This is an optimization exercise on Yosys and OpenROAD, whose aim is small area, a short achievable clock period and few clock cycles per item, not a production implementation.
In this exercise RTL edits were held to simulation tests only and were not proved equivalent to the original.
Power and IR drop assume default switching activity.

## design/flow/run.sh

```bash
#!/bin/bash
# synth_recipe.tcl (not shown) runs the flow's synth.tcl, then flattens the netlist and writes it again
# the make line also repeats each setting of config.mk as NAME=value (left out here)
make -C /OpenROAD-flow-scripts/flow DESIGN_CONFIG=/design/flow/config.mk WORK_HOME=/design/flow/orfs CLKGATE_MAP_FILE= SYNTH_SCRIPT=/design/flow/synth_recipe.tcl finish
```

## design/flow/config.mk

```make
export PLATFORM = sky130hd
export DESIGN_NAME = sequential_list_engine
export DESIGN_NICKNAME = sequential_list_engine
export VERILOG_FILES = /design/flow/design.v
export SDC_FILE = /design/flow/constraint.sdc
export NUM_CORES = 4
export LEC_CHECK = 0
export CAP_MARGIN = 20
export CORE_MARGIN = 2
export CORE_UTILIZATION = 55
export CTS_CLUSTER_DIAMETER = 110
export CTS_CLUSTER_SIZE = 18
export SETUP_SLACK_MARGIN = 3.6
export SLEW_MARGIN = 20
export SYNTH_HIERARCHICAL = 1
export SYNTH_MINIMUM_KEEP_SIZE = 0
export TNS_END_PERCENT = 10
```

## design/flow/constraint.sdc

```tcl
create_clock -name core_clock -period 6.0 [get_ports {clk}]
set_input_delay 1.2000 -clock core_clock [delete_from_list [all_inputs] [get_ports {clk}]]
set_output_delay 1.2000 -clock core_clock [all_outputs]
set_load 0.01 [all_outputs]
```

## design/flow/design.v

```verilog
package sle_pkg;
  localparam int DEPTH_DEF      = 16;
  localparam int DATA_WIDTH_DEF = 32;
  localparam logic [2:0] CMD_APPEND  = 3'd0;
  localparam logic [2:0] CMD_INSERT  = 3'd1;
  localparam logic [2:0] CMD_FIND    = 3'd2;
  localparam logic [2:0] CMD_REMOVE  = 3'd3;
  localparam logic [2:0] CMD_WRITE   = 3'd4;
  localparam logic [2:0] CMD_READ    = 3'd5;
  localparam logic [2:0] CMD_CLEAR   = 3'd6;
endpackage
module sle_entry (
  input  logic        clk,
  input  logic        sel_hold,
  input  logic        sel_lo,
  input  logic        sel_hi,
  input  logic        sel_val,
  input  logic [31:0] lo,
  input  logic [31:0] hi,
  input  logic [31:0] val,
  output logic [31:0] q
);
  always_ff @(posedge clk) begin
    q <= ({32{sel_hold}} & q) | ({32{sel_lo}} & lo) | ({32{sel_hi}} & hi) | ({32{sel_val}} & val);
  end
endmodule
module sequential_list_engine (
  input  logic          clk,
  input  logic          rst,
  input  logic          req_valid,
  output logic          req_ready,
  input  logic [2:0]    req_cmd,
  input  logic [31:0]   req_value,
  input  logic [3:0]    req_position,
  output logic          rsp_valid,
  input  logic          rsp_ready,
  output logic          rsp_ok,
  output logic [3:0]    rsp_found_index,
  output logic [31:0]   rsp_read_value,
  output logic [4:0]    rsp_count
);
  localparam int N = 16;
  logic [31:0]  ent [N];
  logic [4:0]   cnt;
  logic [N-1:0] occ;       
  logic         e_valid;
  logic         e_ins_ok;  
  logic         e_wr_ok;   
  logic         e_rd_ok;   
  logic         e_wv_ok;   
  logic         e_up_ok;   
  logic         e_app;
  logic         e_find;
  logic         e_rem;
  logic         e_clr;
  logic [31:0]  e_val;
  logic [3:0]   e_pos;
  logic [N-1:0] e_lp;      
  logic        s_valid;
  logic        s_ok;
  logic [3:0]  s_idx;
  logic [3:0]  ra;
  logic        rdv;
  logic exec, take;
  assign exec = e_valid && !s_valid;
  assign take = req_valid && req_ready;
  logic e_valid_nx, s_valid_nx;
  always_comb begin
    e_valid_nx = take || (e_valid && !exec);
    s_valid_nx = s_valid;
    if (exec) begin
      if (rsp_valid && !rsp_ready) s_valid_nx = 1'b1;
    end else if (s_valid) begin
      if (rsp_ready) s_valid_nx = 1'b0;
    end
  end
  always_ff @(posedge clk) begin
    if (rst) begin
      e_valid   <= 1'b0;
      s_valid   <= 1'b0;
      req_ready <= 1'b1;
    end else begin
      e_valid   <= e_valid_nx;
      s_valid   <= s_valid_nx;
      req_ready <= !e_valid_nx || !s_valid_nx;
    end
  end
  logic [N-1:0] geh;
  logic         hit;
  logic [3:0]   hidx;
  always_comb begin
    for (int j = 0; j < N; j++) begin
      geh[j] = e_lp[j];
      for (int k = 0; k < j / 4; k++) begin
        geh[j] = geh[j] || e_lp[4*k+3];
      end
    end
    hit  = geh[N-1];
    hidx = 4'd0;
    for (int j = 1; j < N; j++) begin
      if (geh[j] && !geh[j-1]) hidx = 4'(j);
    end
  end
  logic ex_ins, ex_rem, ex_clr, ok;
  assign ex_ins = exec && e_ins_ok;
  assign ex_rem = exec && e_rem && hit;
  assign ex_clr = exec && e_clr;
  assign ok     = e_ins_ok || e_wr_ok || e_rd_ok || e_clr || ((e_find || e_rem) && hit);
  logic [4:0]   cnt_nx;
  logic [N-1:0] occ_nx;
  always_comb begin
    cnt_nx = cnt;
    occ_nx = occ;
    if (ex_ins) begin
      cnt_nx = cnt + 5'd1;
      occ_nx = {occ[N-2:0], 1'b1};
    end
    if (ex_rem) begin
      cnt_nx = cnt - 5'd1;
      occ_nx = {1'b0, occ[N-1:1]};
    end
    if (ex_clr) begin
      cnt_nx = 5'd0;
      occ_nx = '0;
    end
  end
  always_ff @(posedge clk) begin
    if (rst) begin
      cnt <= 5'd0;
      occ <= '0;
    end else begin
      cnt <= cnt_nx;
      occ <= occ_nx;
    end
  end
  logic [N-1:0] s_h, s_l, s_r, s_v;
  always_comb begin
    for (int j = 0; j < N; j++) begin
      logic at_end;
      at_end = (j == 0) ? !occ[0] : (occ[j-1] && !occ[j]);
      s_l[j] = exec && e_up_ok && (4'(j) > e_pos);
      s_r[j] = exec && e_rem && geh[j];
      s_v[j] = exec && e_wv_ok && (e_app ? at_end : (4'(j) == e_pos));
      s_h[j] = !(s_l[j] || s_r[j] || s_v[j]);
    end
  end
  for (genvar j = 0; j < N; j++) begin : g_ent
    sle_entry u_ent (
      .clk      (clk),
      .sel_hold (s_h[j]),
      .sel_lo   (s_l[j]),
      .sel_hi   (s_r[j]),
      .sel_val  (s_v[j]),
      .lo       (ent[(j == 0) ? 0 : j - 1]),
      .hi       (ent[(j == N - 1) ? N - 1 : j + 1]),
      .val      (e_val),
      .q        (ent[j])
    );
  end
  logic c_app, c_ins, c_find, c_rem, c_wr, c_rd, c_clr;
  assign c_app  = (req_cmd == sle_pkg::CMD_APPEND);
  assign c_ins  = (req_cmd == sle_pkg::CMD_INSERT);
  assign c_find = (req_cmd == sle_pkg::CMD_FIND);
  assign c_rem  = (req_cmd == sle_pkg::CMD_REMOVE);
  assign c_wr   = (req_cmd == sle_pkg::CMD_WRITE);
  assign c_rd   = (req_cmd == sle_pkg::CMD_READ);
  assign c_clr  = (req_cmd == sle_pkg::CMD_CLEAR);
  logic [3:0] p;
  logic       o_m2, o_m1, o_0, o_p1;
  logic       pos_lt, pos_le, full;
  assign p    = req_position;
  logic [N-1:0] occ_m2, occ_m1, occ_p1;
  assign occ_m2 = {occ[N-3:0], 2'b11};
  assign occ_m1 = {occ[N-2:0], 1'b1};
  assign occ_p1 = {1'b0, occ[N-1:1]};
  assign o_m2 = occ_m2[p];
  assign o_m1 = occ_m1[p];
  assign o_0  = occ[p];
  assign o_p1 = occ_p1[p];
  always_comb begin
    if (ex_clr) begin
      pos_lt = 1'b0;
      pos_le = (p == 4'd0);
      full   = 1'b0;
    end else if (ex_ins) begin
      pos_lt = o_m1;
      pos_le = o_m2;
      full   = occ[N-2];
    end else if (ex_rem) begin
      pos_lt = o_p1;
      pos_le = (p == 4'd0) || o_0;
      full   = 1'b0;
    end else begin
      pos_lt = o_0;
      pos_le = o_m1;
      full   = occ[N-1];
    end
  end
  logic n_ins_ok;
  assign n_ins_ok = (c_app || (c_ins && pos_le)) && !full;
  logic [N-1:0] q_eq, q_eq_nx, q_lp;
  logic         q_eq_e;
  always_comb begin
    q_eq_e = (req_value == e_val);
    for (int j = 0; j < N; j++) begin
      q_eq[j] = (ent[j] == req_value);
    end
    for (int j = 0; j < N; j++) begin
      if (s_l[j]) begin
        q_eq_nx[j] = q_eq[(j == 0) ? 0 : j - 1];
      end else if (s_r[j]) begin
        q_eq_nx[j] = q_eq[(j == N - 1) ? N - 1 : j + 1];
      end else if (s_v[j]) begin
        q_eq_nx[j] = q_eq_e;
      end else begin
        q_eq_nx[j] = q_eq[j];
      end
    end
    for (int j = 0; j < N; j++) begin
      q_lp[j] = q_eq_nx[j] && occ_nx[j];
      if (j % 4 != 0) q_lp[j] = q_lp[j] || q_lp[j-1];
    end
  end
  always_ff @(posedge clk) begin
    if (req_ready) begin
      e_ins_ok <= n_ins_ok;
      e_wr_ok  <= c_wr && pos_lt;
      e_rd_ok  <= c_rd && pos_lt;
      e_wv_ok  <= n_ins_ok || (c_wr && pos_lt);
      e_up_ok  <= n_ins_ok && c_ins;
      e_app    <= c_app;
      e_find   <= c_find;
      e_rem    <= c_rem;
      e_clr    <= c_clr;
      e_val    <= req_value;
      e_pos    <= req_position;
      e_lp     <= q_lp;
    end
  end
  logic [31:0] rd;
  logic [3:0]  x_idx;
  assign x_idx = (e_find && hit) ? hidx : 4'd0;
  assign rd    = rdv ? ent[ra] : 32'd0;
  always_ff @(posedge clk) begin
    if (s_valid_nx) begin
      if (!s_valid) begin
        ra  <= e_pos;
        rdv <= e_rd_ok;
      end
    end else if (req_ready) begin
      ra  <= req_position;
      rdv <= c_rd && pos_lt;
    end else begin
      ra  <= e_pos;
      rdv <= e_rd_ok;
    end
  end
  always_ff @(posedge clk) begin
    if (rst) begin
      rsp_valid <= 1'b0;
    end else if (exec) begin
      rsp_valid <= 1'b1;
    end else if (!s_valid && rsp_ready) begin
      rsp_valid <= 1'b0;
    end
  end
  always_ff @(posedge clk) begin
    if (exec && rsp_valid && !rsp_ready) begin
      s_ok  <= ok;
      s_idx <= x_idx;
    end
  end
  logic o_ld_s, o_ld_x, o_hold;
  assign o_ld_s = s_valid && rsp_ready;
  assign o_ld_x = !s_valid && exec && (!rsp_valid || rsp_ready);
  assign o_hold = !(o_ld_s || o_ld_x);
  always_ff @(posedge clk) begin
    rsp_ok          <= (o_ld_s & s_ok) | (o_ld_x & ok) | (o_hold & rsp_ok);
    rsp_found_index <= ({4{o_ld_s}} & s_idx) | ({4{o_ld_x}} & x_idx) | ({4{o_hold}} & rsp_found_index);
    rsp_read_value  <= ({32{!o_hold}} & rd) | ({32{o_hold}} & rsp_read_value);
    rsp_count       <= ({5{o_ld_s}} & cnt) | ({5{o_ld_x}} & cnt_nx) | ({5{o_hold}} & rsp_count);
  end
endmodule
```

==> results.cfg, run 1 <==
[outcome]
status = aborted with a tool error
lastStage = global routing (5_1_grt)
first-error = [ERROR GRT-0232] Routing congestion too high. Check the congestion heatmap in the GUI.

[floorplanning]
die_y_um = 266
ioPinCount = 87
rows = 96
start_util_pct = 55.3
die_w_um = 266

[placed_design]
place_area_um2 = 39200
port-buffer-count = 86
hpwl_um = 162000
gp_congestion = 1.35

[synthesis]
synth-warning-count = 9
ys_types = 89
synth-xor-area-share_pct = 12.7
ys_async_sr_fraction_pct = 0
yosysSeqAreaShare_pct = 37.1
synth-seq-cells = 650
synth_cells = 4139
synth_top_area_share_pct = 29.3
synthesis.area_um2 = 37700
synth-edff-count = 98
synth_top_area_cell = dfxtp_1
synth_top_family_by_area = compound AO/OA/AOI/OAI gates
postSynthAreaPerCell_um2 = 9.11
synth_area_leaders = dfxtp_1, a22oi_1, xnor2_1, edfxtp_1, nand2_1
synthFlopType = dfxtp_1
synth_compound_gate_area_share_pct = 29.3
synthSimpleGateAreaFrac_pct = 13.1
synthMuxAreaShare_pct = 1.41
synth_adder_area_share_pct = 0.0663

[clock_tree]
cts_root_buf = clkbuf_16
cts_hold_buf = 0
htree_levels = 2
cts_sinks = 650
cts.path.max_buffers = 3
cts_buffers = 43

[global_route]
grt.overflow.total = 12
grt_max_degree = 46
track_usage_pct = 81.3
[worst min path at each step]
stage | endpoint | depth (start not counted)
after CTS | rsp_count[4] | 1
after detailed placement | rsp_count[4] | 1
after global placement | rsp_found_index[1] | 1
after floorplan | rsp_found_index[2] | 1
[Yosys stat by module (local to each module, per instance)]
module / copies in the design / flip-flops and latches / area (µm²) / cells
sequential_list_engine: 1 / 138 / 16300 / 1899
sle_entry: 16 / 32 / 1340 / 140
[Yosys cell counts, types with 14 or more instances]
| cell | count |
|---|---|
| clkbuf_1 | 69 |
| nand3b_1 | 16 |
| o21ai_0 | 34 |
| xnor2_1 | 451 |
| mux2i_1 | 26 |
| nor2_1 | 90 |
| buf_6 | 98 |
| a21oi_1 | 56 |
| a221oi_1 | 31 |
| a22oi_1 | 1199 |
| nand4_1 | 152 |
| buf_2 | 177 |
| o211ai_1 | 15 |
| nor4_1 | 56 |
| dfxtp_1 | 552 |
| xor2_1 | 97 |
| nand2b_1 | 14 |
| nand2_1 | 583 |
| edfxtp_1 | 98 |
| a22o_1 | 33 |
| a31oi_1 | 17 |
| nor3_1 | 41 |
| nand3_1 | 28 |
| inv_1 | 23 |
[power by group through the flow]
stage          clock [mW]  combinational (mW)  sequential, mW
4_1_cts              3.07                1.78            5.22
3_3_place_gp            0                1.47            5.28
2_1_floorplan           0               0.861            5.08
3_5_place_dp            0                1.48            5.29
[metal layers]
metal	overflow	global-route usage, %
met4	7	75.4
met5	0	51.1
met1	0	84.1
met2	5	91.0
met3	0	71.6
[through the flow]
stage / setup WS, ns / std cells
after floorplan: 2.94 / 4143
after global placement: 0.859 / 4910
after detailed placement: 1.02 / 4913
after CTS: 3.29 / 5149
[cell families after synthesis]
group / Yosys count
compound gates: 1471
simple gates: 1050
flops: 650
xor+xnor: 548
buf+inv: 374
mux: 43
fa+ha+maj: 2
other cells: 1
[what timing repair did]
action	4_1_cts
setup endpoints to repair	665
gates resized for setup	666
gates cloned	21
pin swaps	131
setup buffers	140
Testbench counts, summed over its fixed seeds: cycles 17,046, items 16,000.
==> inputs of run 2 (changes only) <==
--- a/design/flow/config.mk
+++ b/design/flow/config.mk
@@ -10,4 +10,2 @@
 export CORE_UTILIZATION = 55
-export CTS_CLUSTER_DIAMETER = 110
-export CTS_CLUSTER_SIZE = 18
 export SETUP_SLACK_MARGIN = 3.6
==> results.cfg, run 2 <==
[global_route]
grt_max_degree = 46
grt.overflow.total = 232
track_usage_pct = 81.7

[floorplanning]
die_w_um = 266
die_y_um = 266
start_util_pct = 55.3
rows = 96
ioPinCount = 87

[synthesis]
synth-seq-cells = 650
synthTopCellsByCount = a22oi_1, nand2_1, dfxtp_1, xnor2_1, buf_2
ys_types = 89
synth_cells = 4139
ys_async_sr_fraction_pct = 0
synth_area_leaders = dfxtp_1, a22oi_1, xnor2_1, edfxtp_1, nand2_1
synthFlopType = dfxtp_1
synthMostInstantiatedCell = a22oi_1
synthesis.area_um2 = 37700
synth_top_area_cell = dfxtp_1
postSynthAreaPerCell_um2 = 9.11
yosysSeqAreaShare_pct = 37.1
synth-warning-count = 9
synth-edff-count = 98
synth_top_area_share_pct = 29.3

[clock_tree]
cts.path.max_buffers = 3
cts_sinks = 650
cts_buffers = 73
cts_root_buf = clkbuf_16
htree_levels = 3
cts_hold_buf = 0

[outcome]
first-error = [ERROR GRT-0232] Routing congestion too high. Check the congestion heatmap in the GUI.
status = aborted with a tool error
lastStage = global routing (5_1_grt)

[placed_design]
port-buffer-count = 86
gp_congestion = 1.35
hpwl_um = 162000
dpl_worst_slack_ns = 1.02

[sta]
worst_endpoint = e_lp[9]$_DFFE_PP_/D
worstEpCategory = sequential cell input
## run 2: routing by layer
layer / GRT overflow / GRT usage, %
met1: 3 / 84.4
met2: 122 / 92.4
met3: 4 / 71.8
met4: 103 / 76.8
met5: 0 / 43.0
## run 2: per-module statistics from Yosys, one instance, submodules excluded
module | copies in the design | cells inside
sequential_list_engine | 1 | 1899
sle_entry | 16 | 140
## run 2: timing repair
item                                    4_1_cts
cloned                                       22
endpoints found under the setup margin      667
pin swaps                                   133
setup buffers                               145
gates resized for setup                     701
## run 2: how the worst max path moves through the flow
stage	from	end	cells past startpoint
floorplan	req_position[0]	e_wv_ok	6
CTS	req_value[5]	e_lp[15]	9
detailed placement	req_value[0]	e_lp[15]	8
global placement	req_value[16]	e_lp[5]	9
## run 2: cell families after synthesis
logic type                 Yosys count  share of synthesized area, %
AOI/OAI and AO/OA                 1471                          29.3
xor gates and xnor gates           548                          12.7
buffers and inverters              374                          6.31
adders and majority gates            2                        0.0663
DFF                                650                          37.1
muxes                               43                          1.41
and+or+nand+nor                   1050                          13.1
other                                1                       0.00994
## run 2: power by group through the flow
stage,logic [mW],registers (mW),clock network (mW)
after floorplan,0.861,5.08,0
after global placement,1.47,5.28,0
after detailed placement,1.48,5.29,0
after CTS,1.79,5.23,4.67
## run 2: stage by stage
| step | cells | cell area (µm²) | power (mW) |
|---|---|---|---|
| floorplan | 4143 | 38400 | 5.94 |
| global placement | 4910 | 39200 | 6.75 |
| detailed placement | 4913 | 39200 | 6.78 |
| CTS | 5213 | 46400 | 11.7 |
==> inputs of run 3 (changes only) <==
--- a/design/flow/config.mk
+++ b/design/flow/config.mk
@@ -9,3 +9,3 @@
 export CORE_MARGIN = 2
-export CORE_UTILIZATION = 55
+export CORE_UTILIZATION = 45
 export SETUP_SLACK_MARGIN = 3.6
==> results.cfg, run 3 <==
[floorplanning]
rows = 106
coreArea_um2 = 83300
die_y_um = 294
die_w_um = 294
start_util_pct = 45.3
ioPinCount = 87
dieArea_um2 = 86200

[setup_path]
crit_top_cell = nand2_1
cp_max_fo = 6
crit_chain = buf_16 -> buf_12 -> xnor2_4 -> nand4_1 -> nor4_4 -> nand2_1 -> buf_4 -> nand2_1 -> a41oi_1 -> o2111ai_1
crit_type = input pin to flop
critPathCaptureType = flop
slowest_delay_ns = 0.49
crit_required_ns = 6.50
arrival_ns = 3.49
startpoint_type = input pin
crit_slowest_cell = nand4_1

[power]
seqPwrFrac_pct = 43.0
p_int_mw = 8.30
power.density_nw_per_um2 = 254
leakagePower_nw = 18.5
p_total_mw = 12.4
power_switching_mw = 4.06
peakVddDrop_v = 0.000257
comb_power_share_pct = 17.0
p_clk_share_pct = 40.0
swShare_pct = 32.8

[cells_and_area]
top_register = g_ent.u_ent.q
syn_to_final_growth_pct = 28.8
top_regs = g_ent.u_ent.q x512, e_val x32
final_cells = 5533
mostFrequentLayoutCells = a22oi_1, nand2_1, dfxtp_1
fin_nets = 4414
final_common_cell = a22oi_1
largest_reg_flops = 512
fillers = 7112
drive_above_1_share_pct = 23.0

[detailed_routing]
antenna_left = 0
m1WireLength_um = 90700
vias = 44500
drt_iter0_markers = 9315
wl_met3_um = 46200
post-route-drc-count = 0
routed_wirelength_um = 269000
highest_layer = met5
viasPerCell = 8.05
drtPass1Iterations = 21
routedWlPerCell_um = 48.6
dr_wl_met2_um = 99000

[sta]
finalHoldViolCount = 0
setup_viol = 0
slew_violations = 0
maxSlewHeadroom_pct = 19.7
fin_setup_tns_ns = 0
period_share_pct = 49.8
post-route-min-period_ns = 2.99
finClkSkew_ns = 0.0432
worst_pin_slew_ns = 1.20
fmax_mhz = 335
grt_setup_unrepaired = true

[synthesis]
synthMostInstantiatedCell = a22oi_1
ys_types = 89
synth_cells = 4139
synth_top_area_cell = dfxtp_1
synth-xor-area-share_pct = 12.7
synthesis.area_um2 = 37700
synth_top_family_by_area = compound AO/OA/AOI/OAI gates
synth_adder_area_share_pct = 0.0663
synth_top_area_share_pct = 29.3
synth-seq-cells = 650
synthTopCellsByCount = a22oi_1, nand2_1, dfxtp_1, xnor2_1, buf_2
synthFlopType = dfxtp_1
ys_async_sr_fraction_pct = 0
synthSimpleGateAreaFrac_pct = 13.1
yosysSeqAreaShare_pct = 37.1
synth_area_leaders = dfxtp_1, a22oi_1, xnor2_1, edfxtp_1, nand2_1
synth-warning-count = 9
postSynthAreaPerCell_um2 = 9.11
synthMuxAreaShare_pct = 1.41
synth-edff-count = 98
synth_compound_gate_area_share_pct = 29.3

[clock_tree]
clk_latency_ns = 0.71
cts_sinks = 650
htree_levels = 3
cts.path.max_buffers = 3
cts_buffers = 77
cts_tree = yes
cts_root_buf = clkbuf_16
clk_transition_reported_paths_ns = 0.06

[global_route]
grt_max_degree = 45
grt.overflow.total = 0
track_usage_pct = 59.0
grt_first_pass_wirelength_um = 347000
grt_pass1_vias = 38700
grt_antenna_before_repair = 39

[worst_hold_path]
min_path_type = flop to flop

[placed_design]
gp_congestion = 1.25
hpwl_um = 177000
dp_cells = 5147
port-buffer-count = 86

[outcome]
status = timing/DRC/antenna clean

[job]
cap_viol_max_count = 0
[run 3: final timing paths]
kind	from	end	slack (ns)	cells after the start
min	s_idx[1]	rsp_found_index[1]	0.47	1
max reg2reg	e_lp[3]	e_lp[7]	3.10	8
max	req_value[14]	e_lp[7]	3.01	10
min reg2reg	s_idx[1]	rsp_found_index[1]	0.47	1
[run 3: timing repair]
| action | 4_1_cts | 5_1_grt |
|---|---|---|
| gates resized for setup | 643 | 205 |
| endpoints found under the setup margin | 658 | 620 |
| buffers inserted | 114 | 88 |
| endpoints found under the hold margin | 0 | 0 |
| hold buffers | 0 | 0 |
| gates cloned | 9 | 12 |
| pin swaps | 93 | 70 |
[run 3: area by class of cell]
type / count / area (µm²) / share of cell area [%]
Tap cell: 1080 / 1350 / 2.78
Timing Repair inverter: 1 / 11.3 / 0.0232
Clock inverter: 27 / 318 / 0.654
Antenna cell: 22 / 55.1 / 0.113
Sequential cell: 650 / 14000 / 28.9
Inverter: 25 / 130 / 0.268
Timing Repair Buffer: 494 / 5380 / 11.1
Clock buffer: 114 / 2250 / 4.62
Multi-Input combinational cell: 3120 / 25100 / 51.6
[run 3: power by group through the flow]
stage	logic [mW]	clock network, mW	registers [mW]
global placement	1.56	0	5.33
floorplan	0.861	0	5.08
finish	2.09	4.94	5.32
detailed placement	1.56	0	5.32
global route	2.04	5.07	5.31
CTS	1.83	4.87	5.26
[run 3: per-module statistics from Yosys, one instance, submodules excluded]
module | flops+latches | area [µm²] | cells inside | copies in the design
sequential_list_engine | 138 | 16300 | 1899 | 1
sle_entry | 32 | 1340 | 140 | 16
[run 3: cells by family (layout without fill, tap and decap cells)]
kind of cell             after synthesis  count (layout)
AO/OA/AOI/OAI                       1471            1471
adder cells (fa/ha/maj)                2               2
buffers and inverters                374             661
other                                  1              27
AND/OR/NAND/NOR                     1050            1051
multiplexers                          43              43
flip-flops                           650             650
XOR/XNOR                             548             548
[run 3: stage by stage]
step | area [µm²] | hold WS [ns] | utilization, % | setup slack, ns
floorplan | 38400 | 0.449 | - | 2.94
CTS | 46500 | 0.475 | 55.9 | 3.18
finish | 48600 | 0.471 | 58.3 | 3.01
global placement | 39700 | 0.454 | 47.7 | 0.913
global route | 48500 | 0.506 | 58.3 | 3.13
detailed placement | 39800 | 0.460 | 47.7 | 1.20
[run 3: critical path, delay by kind of cell]
kind / cells / cell delay, ns
AO/OA/AOI/OAI: 2 / 0.40
buffers and inverters: 3 / 0.42
AND/OR/NAND/NOR: 4 / 1.14
XOR/XNOR: 1 / 0.31
[run 3: metal layers]
metal	up-vias	global-route usage (%)
met1	21300	69.0
li1	16400	-
met4	32	48.2
met2	5037	77.9
met5	-	1.82
met3	1824	32.3
==> inputs of run 4 (changes only) <==
--- a/design/flow/config.mk
+++ b/design/flow/config.mk
@@ -9,3 +9,5 @@
 export CORE_MARGIN = 2
-export CORE_UTILIZATION = 45
+export CORE_UTILIZATION = 62
+export CTS_CLUSTER_DIAMETER = 250
+export CTS_CLUSTER_SIZE = 30
 export SETUP_SLACK_MARGIN = 3.6
==> results.cfg, run 4 <==
[synthesis]
ys_async_sr_fraction_pct = 0
synth-warning-count = 9
synthTopCellsByCount = a22oi_1, nand2_1, dfxtp_1, xnor2_1, buf_2
synth_cells = 4139
postSynthAreaPerCell_um2 = 9.11
synth_top_area_cell = dfxtp_1
synth_area_leaders = dfxtp_1, a22oi_1, xnor2_1, edfxtp_1, nand2_1
synthFlopType = dfxtp_1
synth-seq-cells = 650
synthMostInstantiatedCell = a22oi_1
yosysSeqAreaShare_pct = 37.1
synthesis.area_um2 = 37700
synth_top_area_share_pct = 29.3
synth-edff-count = 98
ys_types = 89

[placed_design]
hpwl_um = 148000
dpl_worst_slack_ns = 1.34
port-buffer-count = 86
gp_congestion = 1.39

[global_route]
grt.overflow.total = 4
track_usage_pct = 80.7
grt_max_degree = 42

[clock_tree]
cts_root_buf = clkbuf_16
cts_buffers = 25
cts_sinks = 650
htree_levels = 1
cts.path.max_buffers = 3

[floorplanning]
ioPinCount = 87
start_util_pct = 62.6
die_w_um = 251
die_y_um = 251
rows = 90

[outcome]
first-error = [ERROR GRT-0232] Routing congestion too high. Check the congestion heatmap in the GUI.
status = aborted with a tool error
lastStage = global routing (5_1_grt)
[run 4: stage by stage]
step / hold WS, ns / instances / cell area, µm² / utilization, %
2_1_floorplan: 0.449 / 4143 / 38400 / -
3_3_place_gp: 0.456 / 4800 / 39000 / 64.7
3_5_place_dp: 0.464 / 4800 / 39000 / 64.7
4_1_cts: 0.489 / 5009 / 43800 / 72.7
[run 4: cells by family after synthesis]
group           share of synthesized area, %
flops                                   37.1
buf+inv                                 6.31
mux                                     1.41
other cells                          0.00994
simple gates                            13.1
compound gates                          29.3
xor+xnor                                12.7
fa+ha+maj                             0.0663
[run 4: modules after synthesis, one instance, submodules excluded]
module / copies in the design / cells inside / area (µm²) / flip-flops and latches
sle_entry: 16 / 140 / 1340 / 32
sequential_list_engine: 1 / 1899 / 16300 / 138
[run 4: routing by layer]
layer,GRT usage (%),GRT overflow
met5,55.1,0
met4,75.2,0
met3,73.2,0
met2,90.0,4
met1,82.0,0
[run 4: worst max-delay path by stage]
stage | slack (ns) | from | cells past startpoint | end
after CTS | 3.34 | req_value[27] | 10 | e_lp[14]
after detailed placement | 1.34 | req_value[26] | 9 | e_lp[15]
after global placement | 1.02 | req_value[12] | 8 | e_lp[15]
after floorplan | 2.94 | req_position[0] | 6 | e_wv_ok
[run 4: power groups by stage]
stage | Clock (mW) | Combinational, mW | Sequential (mW)
floorplan | 0 | 0.861 | 5.08
global placement | 0 | 1.40 | 5.28
detailed placement | 0 | 1.41 | 5.29
CTS | 2.23 | 1.68 | 5.21
[run 4: timing repair]
item                       in CTS
pin swaps                      98
setup endpoints to repair     667
buffers inserted              153
hold buffers                    0
gates resized for setup       638
gates cloned                   13
==> inputs of run 5 (changes only) <==
--- a/design/flow/config.mk
+++ b/design/flow/config.mk
@@ -9,5 +9,5 @@
 export CORE_MARGIN = 2
-export CORE_UTILIZATION = 62
-export CTS_CLUSTER_DIAMETER = 250
-export CTS_CLUSTER_SIZE = 30
+export CORE_UTILIZATION = 40
+export CTS_CLUSTER_DIAMETER = 120
+export CTS_CLUSTER_SIZE = 20
 export SETUP_SLACK_MARGIN = 3.6
==> results.cfg, run 5 <==
[outcome]
status = timing/DRC/antenna clean

[power]
peakVddDrop_v = 0.000197
power.density_nw_per_um2 = 221
leakagePower_nw = 18.0
p_total_mw = 10.5

[placed_design]
place_area_um2 = 40100
hpwl_um = 189000
gp_congestion = 1.16
port-buffer-count = 86

[sta]
maxSlewHeadroom_pct = 13.2
grt_setup_unrepaired = true
finClkSkew_ns = 0.0392
worst_hold_slack_ns = 0.478
fmax_mhz = 344
fin_setup_tns_ns = 0
period_share_pct = 48.5
finalHoldViolCount = 0
worst_pin_slew_ns = 1.30
slew_violations = 0
setup_viol = 0
post-route-min-period_ns = 2.91

[floorplanning]
die_w_um = 311
rows = 112
die_y_um = 311
start_util_pct = 40.4
ioPinCount = 87
coreArea_um2 = 93300
dieArea_um2 = 96800

[cells_and_area]
syn_to_final_growth_pct = 26.0
mostFrequentLayoutCells = a22oi_1, nand2_1, dfxtp_1
fillers = 8670
fin_nets = 4401
layout.area.seq_um2 = 14000
top_regs = g_ent.u_ent.q x512, e_val x32
final_core_util_pct = 50.9
drive_above_1_share_pct = 22.0
final_common_cell = a22oi_1
multi_input_area_um2 = 25000
stdcell_area_um2 = 47500
largest_reg_flops = 512
top_register = g_ent.u_ent.q

[global_route]
grt_max_degree = 37
grt_first_pass_wirelength_um = 354000
grt.overflow.total = 0
grt_pass1_vias = 38100
grt_antenna_before_repair = 31
track_usage_pct = 53.2

[clock_tree]
cts.path.max_buffers = 3
htree_levels = 2
cts_root_buf = clkbuf_16
clk_latency_ns = 0.67
cts_buffers = 39
cts_tree = yes
cts_sinks = 650
clk_transition_reported_paths_ns = 0.09

[detailed_routing]
routed_wirelength_um = 273000
routedWlPerCell_um = 48.3
drtPass1Iterations = 14
antenna_left = 0
drt_iter0_markers = 8764
post-route-drc-count = 0
vias = 43500
viasPerCell = 7.69

[synthesis]
synthMostInstantiatedCell = a22oi_1
ys_types = 89
synth_top_area_share_pct = 29.3
synth_area_leaders = dfxtp_1, a22oi_1, xnor2_1, edfxtp_1, nand2_1
postSynthAreaPerCell_um2 = 9.11
synth_top_area_cell = dfxtp_1
synth-seq-cells = 650
yosysSeqAreaShare_pct = 37.1
synth-edff-count = 98
synth_cells = 4139
synthFlopType = dfxtp_1
synthTopCellsByCount = a22oi_1, nand2_1, dfxtp_1, xnor2_1, buf_2
ys_async_sr_fraction_pct = 0
synth-warning-count = 9
synthesis.area_um2 = 37700

[setup_path]
startpoint_type = input pin
cp_max_fo = 8
crit_type = input pin to flop
critPathCaptureType = flop
crit_required_ns = 6.51
arrival_ns = 3.42

[worst_hold_path]
min_path_type = flop to flop

[job]
cap_viol_max_count = 0
==> run 5: cell counts after synthesis <==
Identical to the previous run, type by type.
==> run 5: layout make-up <==
cell class	instances	share of cell area [%]
multi-input combinational	3122	52.7
antenna	20	0.105
timing repair buffer	518	11.7
clock inverter	3	0.0632
sequential	650	29.5
tap	1254	3.30
clock buffer	64	2.41
inverter	25	0.316
==> run 5: per-stage QoR <==
stage          cells  setup WS, ns
6_report        5656          3.09
5_1_grt         5640          3.17
4_1_cts         5544          3.22
3_5_place_dp    5333          1.33
3_3_place_gp    5332          1.05
2_1_floorplan   4143          2.94
==> run 5: Yosys stat by module, one instance, submodules excluded <==
| module | copies in the design | cells inside | flip-flops and latches | cell area, µm² |
|---|---|---|---|---|
| sequential_list_engine | 1 | 1899 | 138 | 16300 |
| sle_entry | 16 | 140 | 32 | 1340 |
==> run 5: where the power goes <==
part	total, mW	switching [mW]	leakage (nW)	internal [mW]
Sequential	5.32	0.654	5.53	4.67
Combinational	2.12	1.28	11.9	0.846
Clock	3.08	1.75	0.565	1.33
Total	10.5	3.68	18.0	6.84
==> run 5: final timing paths <==
path	cells past startpoint	to	startpoint	slack (ns)
setup / recovery	9	e_lp[9]	req_value[25]	3.09
hold / removal	1	rsp_found_index[1]	s_idx[1]	0.48
setup reg to reg	7	g_ent[7].u_ent.q[5]	e_pos[0]	3.12
hold reg to reg	1	rsp_found_index[1]	s_idx[1]	0.48
==> run 5: per-layer routing <==
| layer | track usage [%] | share of wire (%) | vias up |
|---|---|---|---|
| met1 | 65.4 | 36 | 21100 |
| met2 | 73.3 | 38 | 4491 |
| met4 | 36.9 | 10 | 30 |
| met3 | 24.1 | 16 | 1502 |
| li1 | - | - | 16300 |
| met5 | 1.19 | 0.11 | - |
==> run 5: cell families (layout without fill, tap and decap cells) <==
| logic type | Yosys count | in the layout | synth area share (%) |
|---|---|---|---|
| flip-flops | 650 | 650 | 37.1 |
| adder cells (fa/ha/maj) | 2 | 2 | 0.0663 |
| other | 1 | 25 | 0.00994 |
| AND/OR/NAND/NOR | 1050 | 1053 | 13.1 |
| AO/OA/AOI/OAI | 1471 | 1471 | 29.3 |
| buffers and inverters | 374 | 610 | 6.31 |
| XOR/XNOR | 548 | 548 | 12.7 |
| multiplexers | 43 | 43 | 1.41 |
==> run 5: critical path, cell delays in order <==
cell and delay, ns:
buf_16 0.13, xnor2_4 0.49, nand4_1 0.32, nor4_2 0.39, buf_4 0.25, a21oi_2 0.08, a311oi_2 0.29, a22oi_1 0.14
o21ai_1 0.10
==> run 5: what timing repair did <==
action / CTS / global route
hold buffers: 0 / 0
setup buffers: 130 / 85
pin swaps: 116 / 95
endpoints found under the hold margin: 0 / 0
setup endpoints to repair: 663 / 650
gates cloned: 14 / 7
resized for setup: 658 / 213

==> static timing again, ports no longer ideal <==
The results above use ideal ports. As a check the final layouts listed here were re-extracted and re-timed, cells and wires unchanged.
Step 1 (the two cells are an assumption about what drives the block):
set clk [get_ports {clk}]
set_driving_cell -lib_cell sky130_fd_sc_hd__clkbuf_16 $clk
set_driving_cell -lib_cell sky130_fd_sc_hd__buf_2 [delete_from_list [all_inputs] $clk]
Step 2, shift: input delay + t, output delay - t, t = (earliest + latest rising clock arrival at the registers) / 2. This alone moves slack from input paths to output paths.
a / b / c = ideal / step 1 / step 2; a / b = the first two.
| run | t (ns) | slack for setup (ns) | latest minus earliest clock arrival (ns) |
|---|---|---|---|
| run 3 | 0.764 | 3.015 / 2.967 / 2.204 | 0.047 / 0.047 |
| run 5 | 0.728 | 3.091 / 3.091 / 2.363 | 0.043 / 0.042 |
After both steps every run listed still meets setup and hold. The setup slack of run 3, which loses most, moves by -0.048 ns with the drivers and by -0.811 ns with both steps.
